This is an optimization exercise on Yosys and OpenROAD, whose aim is small area, a short achievable clock period and few clock cycles, not a production implementation.
In this exercise RTL edits were held to simulation tests only and were not proved equivalent to the original.
The clock port is modelled as an ideal driver, which makes a skipped or thinned clock tree look cheaper than it is; a real chip needs a root buffer or a tree.
No activity file was given, so power comes from the tool's default toggle rates.

==> flow/design.v (excerpt) <==
module tandem_motif_repeat_detector (
    input  logic                              aclk,
    input  logic                              aresetn,
    input  logic                              s_tvalid,
    output logic                              s_tready,
    input  logic [7:0]                        s_tdata,    
    input  logic [1:0]                        s_tuser,    
    input  logic                              s_tlast,    
    output logic                              m_tvalid,
    input  logic                              m_tready,
    output logic [7:0]                        m_tdata,    
    output logic [0:0]                        m_tuser,    
    input  logic                              cfg_valid,
    output logic                              cfg_ready,
    input  logic [tmr_pkg::CFG_IDX_W-1:0]     cfg_index,
    input  logic [tmr_pkg::CFG_DATA_W-1:0]    cfg_data
);
export LEC_CHECK = 0
export CAP_MARGIN = 20
export CORE_MARGIN = 2
export CORE_UTILIZATION = 70
export SLEW_MARGIN = 20
create_clock -name core_clock -period 10.0 [get_ports {aclk}]
standard.sh (not shown) runs the stock make flow with config.mk's settings and CLKGATE_MAP_FILE= SYNTH_SCRIPT=/design/flow/synth_recipe.tcl, a recipe that flattens the netlist after the stock synthesis.
==> flow/flow/run.sh <==
#!/bin/bash
# The standard layout (standard.sh: ORFS steps at the design's clock
# period and SDC), with these changes to how it is made:
#  - synthesis is standard.sh's (synth_recipe.tcl flow, same register
#    mapping, flattening and renaming), except that ABC maps the logic with
#    an area-oriented script (flow/synth.tcl, flow/abc_area.script);
#  - repair_timing aims for a setup slack of 7.2 ns at the 10 ns clock, so
#    sizing and buffering shorten the critical paths;
#  - buf_1 as the port buffer of every input and output (repair upsizes it
#    where timing needs);
#  - CTS with clkbuf_8 leaves of at most 16 sinks and no dummy loads;
#  - after CTS, the tree's root buffer is removed so the clock port drives
#    the tree's first level (2 clock buffers) directly.
# Each step's output goes to its own log: make_cts.log, drop_clock_root.log,
# make_finish.log here, and ORFS's per-step logs under orfs/logs/.
set -euo pipefail
export MY_ABC_SCRIPT=$PWD/flow/abc_area.script
KNOBS=(SYNTH_SCRIPT=$PWD/flow/synth.tcl
  SETUP_SLACK_MARGIN=7.2
  "BUFFER_PORTS_ARGS=-buffer_cell sky130_fd_sc_hd__buf_1"
  "CTS_ARGS=-sink_clustering_enable -repair_clock_nets -dont_use_dummy_load -root_buf sky130_fd_sc_hd__clkbuf_16 -buf_list sky130_fd_sc_hd__clkbuf_8 -sink_clustering_size 16 -sink_clustering_max_diameter 60")
bash standard.sh "${KNOBS[@]}" cts > make_cts.log 2>&1
RESULTS=$PWD/orfs/results/$FLOW_PLATFORM/tandem_motif_repeat_detector/base \
  openroad -no_init -exit flow/drop_clock_root.tcl > drop_clock_root.log 2>&1
bash standard.sh "${KNOBS[@]}" finish > make_finish.log 2>&1
==> flow/flow/abc_area.script <==
strash
&get -n
&fraig -x
&put
scorr
dc2
dretime
strash
&get -n
&dch -f
&nf -R 1000
&put
strash
&get -n
&dch -f
&nf -R 1000
&put
topo
stime -c
buffer -c
upsize -c
dnsize -c
==> flow/flow/synth.tcl <==
# The standard synthesis script (synth_recipe.tcl), except that ABC maps
# the logic with an area-oriented script (abc_area.script beside this file);
# registers are mapped before ABC, so they are the standard synthesis's.
proc synth {args} { yosys synth -nofsm -noshare {*}$args }
proc abc {args} {
  set i [lsearch -exact $args -script]
  if {$i >= 0} { set args [lreplace $args $i [expr {$i+1}] -script $::env(MY_ABC_SCRIPT)] }
  yosys abc {*}$args
}
source $::env(SCRIPTS_DIR)/synth.tcl
# left out here: clear keep_hierarchy, flatten, clean up, hide names made inside functions, write 1_2_yosys.v
Other scripts of this flow, unchanged in this note and not shown: flow/flow/drop_clock_root.tcl
Testbench counts at the start, summed over its fixed seeds: cycles 41,687.
Change:
CORE_UTILIZATION = 60   (was 70)
Result:
- worst setup slack gains 4.9 ps
- cell area came out higher by about 0.9%
- power came out higher by about 0.75%
- global-route usage came out lower by 2.8 points
- clock power came out higher by about 3%
- clock skew came out higher by 15 ps
- non-clock buffer count came out higher by 3
Change:
--- a/flow/flow/run.sh
+++ b/flow/flow/run.sh
@@ -2,5 +2,2 @@
-# The standard layout (standard.sh: ORFS steps at the design's clock
-# period and SDC), with these changes to how it is made:
-#  - synthesis is standard.sh's (synth_recipe.tcl flow, same register
-#    mapping, flattening and renaming), except that ABC maps the logic with
-#    an area-oriented script (flow/synth.tcl, flow/abc_area.script);
+# The standard layout (standard.sh: standard synthesis and ORFS steps at
+# the design's clock period and SDC), with these changes to how it is made:
@@ -17,3 +14 @@
-export MY_ABC_SCRIPT=$PWD/flow/abc_area.script
-KNOBS=(SYNTH_SCRIPT=$PWD/flow/synth.tcl
-  SETUP_SLACK_MARGIN=7.2
+KNOBS=(SETUP_SLACK_MARGIN=7.0
CORE_UTILIZATION = 70   (was 60)
removed: flow/flow/abc_area.script
removed: flow/flow/synth.tcl
Result: Design area climbs by 0.33%. Fmax drops by 8.0%. Global-route usage climbs by 2.6 points. Final cell count drops by 1.0%.
Change:
--- a/flow/flow/run.sh
+++ b/flow/flow/run.sh
@@ -14 +14,3 @@
-KNOBS=(SETUP_SLACK_MARGIN=7.0
+export MY_ABC_SCRIPT=$PWD/flow/abc_area.script
+KNOBS=(SYNTH_SCRIPT=$PWD/flow/synth.tcl
+  SETUP_SLACK_MARGIN=7.2
==> flow/flow/abc_area.script (new file) <==
strash
&get -n
&fraig -x
&put
scorr
dc2
dretime
strash
&get -n
&dch -f
&nf -R 1000
&put
strash
&get -n
&dch -f
&nf -R 1000
&put
topo
stime -c
buffer -c
upsize -c
dnsize -c
==> flow/flow/synth.tcl (new file) <==
# The standard synthesis script (synth_recipe.tcl), except that ABC maps
# the logic with an area-oriented script (abc_area.script beside this file);
# registers are mapped before ABC, so they are the standard synthesis's.
proc synth {args} { yosys synth -nofsm -noshare {*}$args }
proc abc {args} {
  set i [lsearch -exact $args -script]
  if {$i >= 0} { set args [lreplace $args $i [expr {$i+1}] -script $::env(MY_ABC_SCRIPT)] }
  yosys abc {*}$args
}
source $::env(SCRIPTS_DIR)/synth.tcl
# left out here: clear keep_hierarchy, flatten, clean up, hide names made inside functions, write 1_2_yosys.v
What happened: Routed wire length hardly moves. Global-route usage climbs by 0.25 points. Via count climbs slightly.
Change:
--- a/flow/flow/run.sh
+++ b/flow/flow/run.sh
@@ -16 +16 @@
-  SETUP_SLACK_MARGIN=7.2
+  SETUP_SLACK_MARGIN=7.35
--- a/flow/flow/abc_area.script
+++ b/flow/flow/abc_area.script
@@ -13,5 +12,0 @@
-strash
-&get -n
-&dch -f
-&nf -R 1000
-&put
What happened: The changed run completed without violations. Final area increases by 2.9%. Final cell count increases by 1.7%. Clock power increases by about 2%. Die area decreases by 0.37%. Via count increases by 7.5%. Wire length increases by 9.1%.
Change:
--- a/flow/flow/run.sh
+++ b/flow/flow/run.sh
@@ -2,2 +2,5 @@
-# The standard layout (standard.sh: standard synthesis and ORFS steps at
-# the design's clock period and SDC), with these changes to how it is made:
+# The standard layout (standard.sh: ORFS steps at the design's clock
+# period and SDC), with these changes to how it is made:
+#  - synthesis is standard.sh's (synth_recipe.tcl flow, same register
+#    mapping, flattening and renaming), except that ABC maps the logic with
+#    an area-oriented script (flow/synth.tcl, flow/abc_area.script);
@@ -16 +19 @@
-  SETUP_SLACK_MARGIN=7.35
+  SETUP_SLACK_MARGIN=7.1
--- a/flow/flow/abc_area.script
+++ b/flow/flow/abc_area.script
@@ -12,0 +13,5 @@
+strash
+&get -n
+&dch -f
+&nf -R 1000
+&put
The new run ran to the end with no violations; final area came out lower by 3.9%; combinational power came out lower by about 6%; worst setup slack got worse by 100 ps; area after synthesis came out higher by 0.38%; utilization came out lower by 5.3 points; fmax came out lower by 3.4%; global-route usage came out lower by 0.27 points; wire length came out lower by 7.9%; die area came out higher by 0.37%.

what the ideal ports hide:
The flow's constraints put no driver on any port. The routed layouts listed below were extracted and timed again, unchanged, in two steps.
Step 1 sets driving cells, clkbuf_16 on the clock port and buf_2 on the other inputs (assumed; they add their load-dependent delay and slew).
Step 2 moves the port delays by t, midway between the first and last clock arrival at a register: inputs arrive t later, outputs are due t later. That takes back most of the time a late clock gives input paths.
Three values: ideal ports, drivers, drivers and shift; two values: the first two.
run | t, ns | slack for setup (ns) | hold slack, ns | clock arrival spread, ns | worst register clock-pin slew, ns
the first run | 0.382 | 7.209 / 7.166 / 6.859 | 0.339 / 0.339 / 0.339 | 0.015 / 0.015 | 0.10 / 0.10
the second run | 0.384 | 7.214 / 7.155 / 6.867 | 0.334 / 0.334 / 0.334 | 0.026 / 0.026 | 0.10 / 0.10
the third run | 0.383 | 6.970 / 7.007 / 6.624 | 0.338 / 0.338 / 0.338 | 0.029 / 0.028 | 0.10 / 0.10
the fourth run | 0.382 | 7.209 / 7.166 / 6.859 | 0.339 / 0.339 / 0.339 | 0.015 / 0.015 | 0.10 / 0.10
the fifth run | 0.381 | 7.195 / 7.139 / 6.955 | 0.336 / 0.336 / 0.336 | 0.030 / 0.030 | 0.11 / 0.11
the sixth run | 0.385 | 7.096 / 7.130 / 6.745 | 0.352 / 0.352 / 0.352 | 0.018 / 0.017 | 0.11 / 0.11
After both steps every run listed still meets setup and hold. The setup slack of the sixth run, which loses most, moves by +0.034 ns with the drivers and by -0.351 ns with both steps.
